This is an optimization exercise on Yosys and OpenROAD, whose aim is small area, a short achievable clock period and few clock cycles per item, not a production implementation. At most, simulation tests tie the RTL to the original design; equivalence was not proved. Power is estimated from default activity; no workload was simulated.

==> trial 90: inputs <==
// pel_scaler_top
module pel_scaler_top #(
    parameter int FLUX  = 2,
    parameter int DEPTH = 4
) (
    input  logic                              clk,
    input  logic                              rst_n,
    input  logic            [FLUX-1:0]        in_write,
    input  pel_pkg::pel_t   [FLUX-1:0]        in_din,
    output logic            [FLUX-1:0]        in_full,
    input  coef_pkg::coef_t [FLUX-1:0]        coef,
    input  logic            [FLUX-1:0]        out_read,
    output pel_pkg::pel_t   [FLUX-1:0]        out_dout,
    output logic            [FLUX-1:0]        out_empty
);
export LEC_CHECK = 0
export CAP_MARGIN = 20
export CORE_MARGIN = 2
export CORE_UTILIZATION = 40
export SLEW_MARGIN = 20
export SYNTH_HIERARCHICAL = 1
create_clock -name core_clock -period 8.0 [get_ports {clk}]
run.sh (not shown) runs the stock make flow with config.mk's settings and CLKGATE_MAP_FILE= SYNTH_SCRIPT=/design/flow/synth_recipe.tcl, a recipe that flattens the netlist after the stock synthesis.
==> build 93 (differences from trial 90) <==
SETUP_SLACK_MARGIN = 4.5   (was default)
==> comparison <==
Of trial 90 and build 93, build 93 has the higher non-clock buffer count (gap 131). Combinational power: build 93 is larger than trial 90 (about 20%). Maximum frequency: trial 90 is lower than build 93 (17%). Sequential power is about the same in trial 90 and build 93.
==> figures <==
| item | build 93 | trial 90 |
|---|---|---|
| Start of the worst register-to-register path | g_lane[0].u_lane.coef_q[7]$_DFF_P_ | g_lane[0].u_lane.pel_q[7]$_DFFE_PN_ |
| Setup WS pre-CTS | 2.96 ns | 2.90 ns |
| Sequential portion of the cell area | 0.175 | 0.196 |
| Total via count after detailed routing | 10500 | 10000 |
| Via/cell ratio | 5.11 | 5.21 |
| Global-route track usage on met2 | 0.385 | 0.325 |
| Run status | finished clean | finished clean |
| Endpoint of the worst setup timing path | out_dout[24] | out_dout[14] |
| Leakage power | 8.66 nW | 7.90 nW |
| Total routed wirelength | 43800 um | 40900 um |
No functional check of the RTL was part of any run of this note.


==> run a <==
Another version of the RTL of pel_scaler_top (not shown whole).
Settings: LEC_CHECK=0, CAP_MARGIN=20, CORE_MARGIN=2, CORE_UTILIZATION=65, CTS_BUF_LIST=sky130_fd_sc_hd__clkbuf_4 sky130_fd_sc_hd__clkbuf_8, CTS_CLUSTER_DIAMETER=100, CTS_CLUSTER_SIZE=30, PLACE_DENSITY=0.75, SETUP_SLACK_MARGIN=4.3, SLEW_MARGIN=20, SYNTH_HIERARCHICAL=1, TNS_END_PERCENT=100; clock period 8.0 ns.
standard.sh (not shown) runs the stock make flow with config.mk's settings and CLKGATE_MAP_FILE= SYNTH_SCRIPT=/design/flow/synth_recipe.tcl, a recipe that flattens the netlist after the stock synthesis.
==> flow/flow/run.sh <==
#!/bin/bash
# the standard layout, with plain buffers (not delay cells) on the ports
bash standard.sh "BUFFER_PORTS_ARGS=-buffer_cell sky130_fd_sc_hd__buf_2" finish > standard.log 2>&1
==> run b (differences from run a) <==
--- a/flow/config.mk
+++ b/flow/config.mk
@@ -13,2 +13,3 @@
 export CTS_CLUSTER_SIZE = 30
+export GPL_TIMING_DRIVEN = 1
 export PLACE_DENSITY = 0.75
@@ -17,2 +18 @@
 export SYNTH_HIERARCHICAL = 1
-export TNS_END_PERCENT = 100
==> notes <==
Run b passed the timing, DRC and antenna checks. Run a completed without violations.
In sequential share of layout area, run b and run a do not differ.
Via count is the same in run a and run b.
In wire length, run b and run a do not differ.
In count of clock-buffer cells in the layout, run a and run b do not differ.
In combinational power, run a and run b hardly differ.
In register-to-register slack, run a and run b hardly differ.
In area after synthesis, run b and run a do not differ.
In final cell count, run b and run a do not differ.
In sequential power, run b and run a hardly differ.
Sequential cell count is the same in run a and run b.
In die area, run b and run a do not differ.
==> figures <==
item                                                                                       run b                    run a
Maximum frequency from static timing analysis                                            270 MHz                  270 MHz
Part of the power in the clock network                                                     0.097                    0.097
Routed wire length on met2                                                         15500 microns            15500 microns
Setup repair after global routing missed its margin                                         true                     true
Worst slack after detailed placement                                                     3.82 ns                  3.82 ns
Number of instances in the placed design                                                    1745                     1745
Summed negative setup slack over all endpoints                                              0 ns                     0 ns
Sw Share                                                                                   0.423                    0.423
H-tree depth                                                                                   4                        4
Number of synthesized register bits                                                          148                      148
Crit path largest cell delay                                                             0.44 ns                  0.44 ns
Run status                                                               complete, no violations  complete, no violations
Comb power frac                                                                            0.666                    0.666
Detailed placer's ending HPWL                                                      26300 microns            26300 microns
Asr flop ratio synth                                                                      0.0270                   0.0270
Power density over the cells                                                         394 nW/um^2              394 nW/um^2
Share of the synthesized area in compound gates (AO/OA/AOI/OAI)                            0.157                    0.157
Hold slack final                                                                        0.553 ns                 0.553 ns
Mean instance size in the synthesized netlist                                         10.9 sq um               10.9 sq um
Weighted congestion reported at the end of routability-driven placement                    0.917                    0.917
Final-layout clock buffer total                                                               19                       19
Hold path startpoint                                                         g_lane[0].u_lane.v1      g_lane[0].u_lane.v1
Post-CTS Setup Repair Bufs                                                                     6                        6
Testbench counts of run a, summed over its fixed seeds: cycles 8,016, items 16,000.
Testbench counts of run b, summed over its fixed seeds: cycles 8,016, items 16,000.


==> build 3: inputs <==
pel_scaler_top, a different RTL version from the one above (not shown whole).
==> flow/design.v (excerpt) <==
module pel_scaler_top #(
    parameter int FLUX  = 2,
    parameter int DEPTH = 4
) (
    input  logic                              clk,
    input  logic                              rst_n,
    input  logic            [FLUX-1:0]        in_write,
    input  pel_pkg::pel_t   [FLUX-1:0]        in_din,
    output logic            [FLUX-1:0]        in_full,
    input  coef_pkg::coef_t [FLUX-1:0]        coef,
    input  logic            [FLUX-1:0]        out_read,
    output pel_pkg::pel_t   [FLUX-1:0]        out_dout,
    output logic            [FLUX-1:0]        out_empty
);
==> module scaler, before the edit <==
module scaler (
    input  logic          clk,
    input  logic          rst_n,
    input  logic          in_write,
    input  pel_pkg::pel_t in_din,
    output logic          in_full,
    input  logic [15:0]   coef,
    input  logic          out_read,
    output pel_pkg::pel_t out_dout,
    output logic          out_empty
);
    logic          v1, v2;
    pel_pkg::pel_t pel_d, pel_q;
    logic [7:0]    one_q, two_q, neg_q;
    logic          b15_q;
    logic [15:0]   s_d, c_d;
    logic [15:1]   t_d, g_d, t_q, g_q;
    logic          y0_d, y0_q, ci_d, ci_q;
    logic          go2, adv, acc;
    logic [16:0] cx;
    assign cx = {coef, 1'b0};
    always_ff @(posedge clk)
    begin
        for (int j = 0; j < 8; j++)
        begin
            one_q[j] <= cx[2*j+1] ^ cx[2*j];
            two_q[j] <= (cx[2*j+2] & ~cx[2*j+1] & ~cx[2*j])
                      | (~cx[2*j+2] & cx[2*j+1] & cx[2*j]);
            neg_q[j] <= cx[2*j+2];
        end
        b15_q <= coef[15];
    end
    assign go2     = ~v2 | out_read;
    assign adv     = v1 & go2;
    assign in_full = v1 & ~go2;
    assign acc     = in_write & ~in_full;
    lane_hold u_hold (
        .d   (in_din),
        .q   (pel_q),
        .v1  (v1),
        .v2  (v2),
        .rd  (out_read),
        .y   (pel_d)
    );
    mul_tree u_tree (
        .a    (pel_q),
        .one  (one_q),
        .two  (two_q),
        .neg  (neg_q),
        .b15  (b15_q),
        .s    (s_d),
        .c    (c_d)
    );
    assign t_d  = s_d[15:1] | c_d[15:1];
    assign g_d  = s_d[15:1] & c_d[15:1];
    assign y0_d = s_d[0] ^ c_d[0];
    assign ci_d = s_d[0] & c_d[0];
    logic [31:0] r_d;
    lane_keep u_keep (
        .d    ({t_d, g_d, y0_d, ci_d}),
        .q    ({t_q, g_q, y0_q, ci_q}),
        .v2   (v2),
        .rd   (out_read),
        .y    (r_d)
    );
    always_ff @(posedge clk)
    begin
        pel_q                  <= pel_d;
        {t_q, g_q, y0_q, ci_q} <= r_d;
    end
    always_ff @(posedge clk or negedge rst_n)
    begin
        if (!rst_n)
        begin
            v1 <= 1'b0;
            v2 <= 1'b0;
        end
        else
        begin
            v1 <= acc | (v1 & ~adv);
            if (go2)
                v2 <= v1;
        end
    end
    mul_cpa u_cpa (
        .t  (t_q),
        .g  (g_q),
        .ci (ci_q),
        .y  (out_dout[15:1])
    );
    assign out_dout[0] = y0_q;
    assign out_empty   = ~v2;
endmodule
==> module lane_keep, before the edit <==
module lane_keep (
    input  logic [31:0] d,
    input  logic [31:0] q,
    input  logic        v2,
    input  logic        rd,
    output logic [31:0] y
);
    assign y = (v2 & ~rd) ? q : d;
endmodule
Settings: LEC_CHECK=0, CAP_MARGIN=20, CORE_MARGIN=2, CORE_UTILIZATION=65, CTS_BUF_LIST=sky130_fd_sc_hd__clkbuf_4 sky130_fd_sc_hd__clkbuf_8, CTS_CLUSTER_DIAMETER=100, CTS_CLUSTER_SIZE=30, PLACE_DENSITY=0.75, SETUP_SLACK_MARGIN=4.3, SLEW_MARGIN=20, SYNTH_HIERARCHICAL=1; clock period 8.0 ns.
Scripts as last shown in full above: flow/flow/run.sh
==> inputs of build 85, as changes to build 3 <==
--- a/flow/design.v
+++ b/flow/design.v
@@ -69,14 +69,12 @@
     assign ci_d = s_d[0] & c_d[0];
-    logic [31:0] r_d;
-    lane_keep u_keep (
-        .d    ({t_d, g_d, y0_d, ci_d}),
-        .q    ({t_q, g_q, y0_q, ci_q}),
-        .v2   (v2),
-        .rd   (out_read),
-        .y    (r_d)
-    );
     always_ff @(posedge clk)
     begin
-        pel_q                  <= pel_d;
-        {t_q, g_q, y0_q, ci_q} <= r_d;
+        pel_q <= pel_d;
+        if (go2)
+        begin
+            t_q  <= t_d;
+            g_q  <= g_d;
+            y0_q <= y0_d;
+            ci_q <= ci_d;
+        end
     end
@@ -115,11 +113,2 @@
 endmodule
-module lane_keep (
-    input  logic [31:0] d,
-    input  logic [31:0] q,
-    input  logic        v2,
-    input  logic        rd,
-    output logic [31:0] y
-);
-    assign y = (v2 & ~rd) ? q : d;
-endmodule
 module mul_tree (
- CORE_UTILIZATION: 65 -> 60
- PLACE_DENSITY: 0.75 -> 0.7
==> inputs of build 36, as changes to build 3 <==
--- a/flow/design.v
+++ b/flow/design.v
@@ -69,14 +69,12 @@
     assign ci_d = s_d[0] & c_d[0];
-    logic [31:0] r_d;
-    lane_keep u_keep (
-        .d    ({t_d, g_d, y0_d, ci_d}),
-        .q    ({t_q, g_q, y0_q, ci_q}),
-        .v2   (v2),
-        .rd   (out_read),
-        .y    (r_d)
-    );
     always_ff @(posedge clk)
     begin
-        pel_q                  <= pel_d;
-        {t_q, g_q, y0_q, ci_q} <= r_d;
+        pel_q <= pel_d;
+        if (go2)
+        begin
+            t_q  <= t_d;
+            g_q  <= g_d;
+            y0_q <= y0_d;
+            ci_q <= ci_d;
+        end
     end
@@ -115,11 +113,2 @@
 endmodule
-module lane_keep (
-    input  logic [31:0] d,
-    input  logic [31:0] q,
-    input  logic        v2,
-    input  logic        rd,
-    output logic [31:0] y
-);
-    assign y = (v2 & ~rd) ? q : d;
-endmodule
 module mul_tree (
- CORE_UTILIZATION: 65 -> 40
- PLACE_DENSITY: 0.75 -> default
==> run summary <==
quantity                                                                                     build 3                 build 36                 build 85
Multi-input combinational area share                                                           70.9%                    66.0%                    66.9%
WS Path Type                                                                                 reg2reg                  reg2out                  reg2out
Worst reg-to-reg setup slack                                                                 4280 ps                  4390 ps                  4310 ps
Average vias per placed instance                                                                6.20                     5.53                     6.11
Tap Count                                                                                        324                      518                      335
Share of synthesized cell area in full adder, half adder and majority cells                    27.8%                    28.6%                    28.6%
Number of unique standard cell types used by synthesis                                            52                       49                       49
Max_slew headroom                                                                              55.9%                    59.9%                    56.4%
Placed insts                                                                                    1807                     1940                     1759
Reg2reg path depth                                                                                13                        8                       11
Gate count of the mapped netlist                                                                1518                     1446                     1446
Gates resized, CTS repair                                                                        112                       57                       64
Post-synthesis net count                                                                        1824                     1752                     1752
Switching Share                                                                                40.7%                    42.0%                    42.4%
Minimum clock period after layout                                                            3720 ps                  3740 ps                  3820 ps
Peak ir drop on the vdd network                                                               220 uV                   170 uV                   255 uV
Share of the synthesized area in compound gates (AO/OA/AOI/OAI)                                15.3%                    15.7%                    15.7%
Result of the run                                                            complete, no violations  complete, no violations  complete, no violations
Testbench counts of build 85, summed over its fixed seeds: cycles 8,016, items 16,000.
Testbench counts of build 36, summed over its fixed seeds: cycles 8,016, items 16,000.
No functional check of the RTL was part of build 3.

what the ideal ports hide:
How much do the figures lean on ideal ports? The routed layouts below were timed once more, with nothing changed but the port constraints. Step 1 (the two cells are an assumption about what drives the block):
set clk [get_ports {clk}]
set_driving_cell -lib_cell sky130_fd_sc_hd__clkbuf_16 $clk
set_driving_cell -lib_cell sky130_fd_sc_hd__buf_2 [delete_from_list [all_inputs] $clk]
Step 2 moves the port delays by t, midway between the first and last clock arrival at a register: inputs arrive t later, outputs are due t later. That takes back most of the time a late clock gives input paths. a / b / c = ideal ports / drivers / drivers and shift; a / b = the first two.
| run | shift t [ns] | setup slack, ns | worst slew at a driven data input, ns |
|---|---|---|---|
| trial 90 | 0.518 | 2.735 / 2.680 / 2.947 | 0.07 |
| build 93 | 0.519 | 3.616 / 3.566 / 4.085 | 0.05 |
| run a | 0.481 | 4.293 / 4.248 / 4.324 | 0.04 |
| run b | 0.481 | 4.293 / 4.248 / 4.324 | 0.04 |
| build 3 | 0.489 | 4.276 / 4.276 / 4.276 | 0.06 |
| build 85 | 0.494 | 4.184 / 4.138 / 4.315 | 0.04 |
| build 36 | 0.521 | 4.261 / 4.215 / 4.321 | 0.06 |
After both steps every run listed still meets setup and hold.
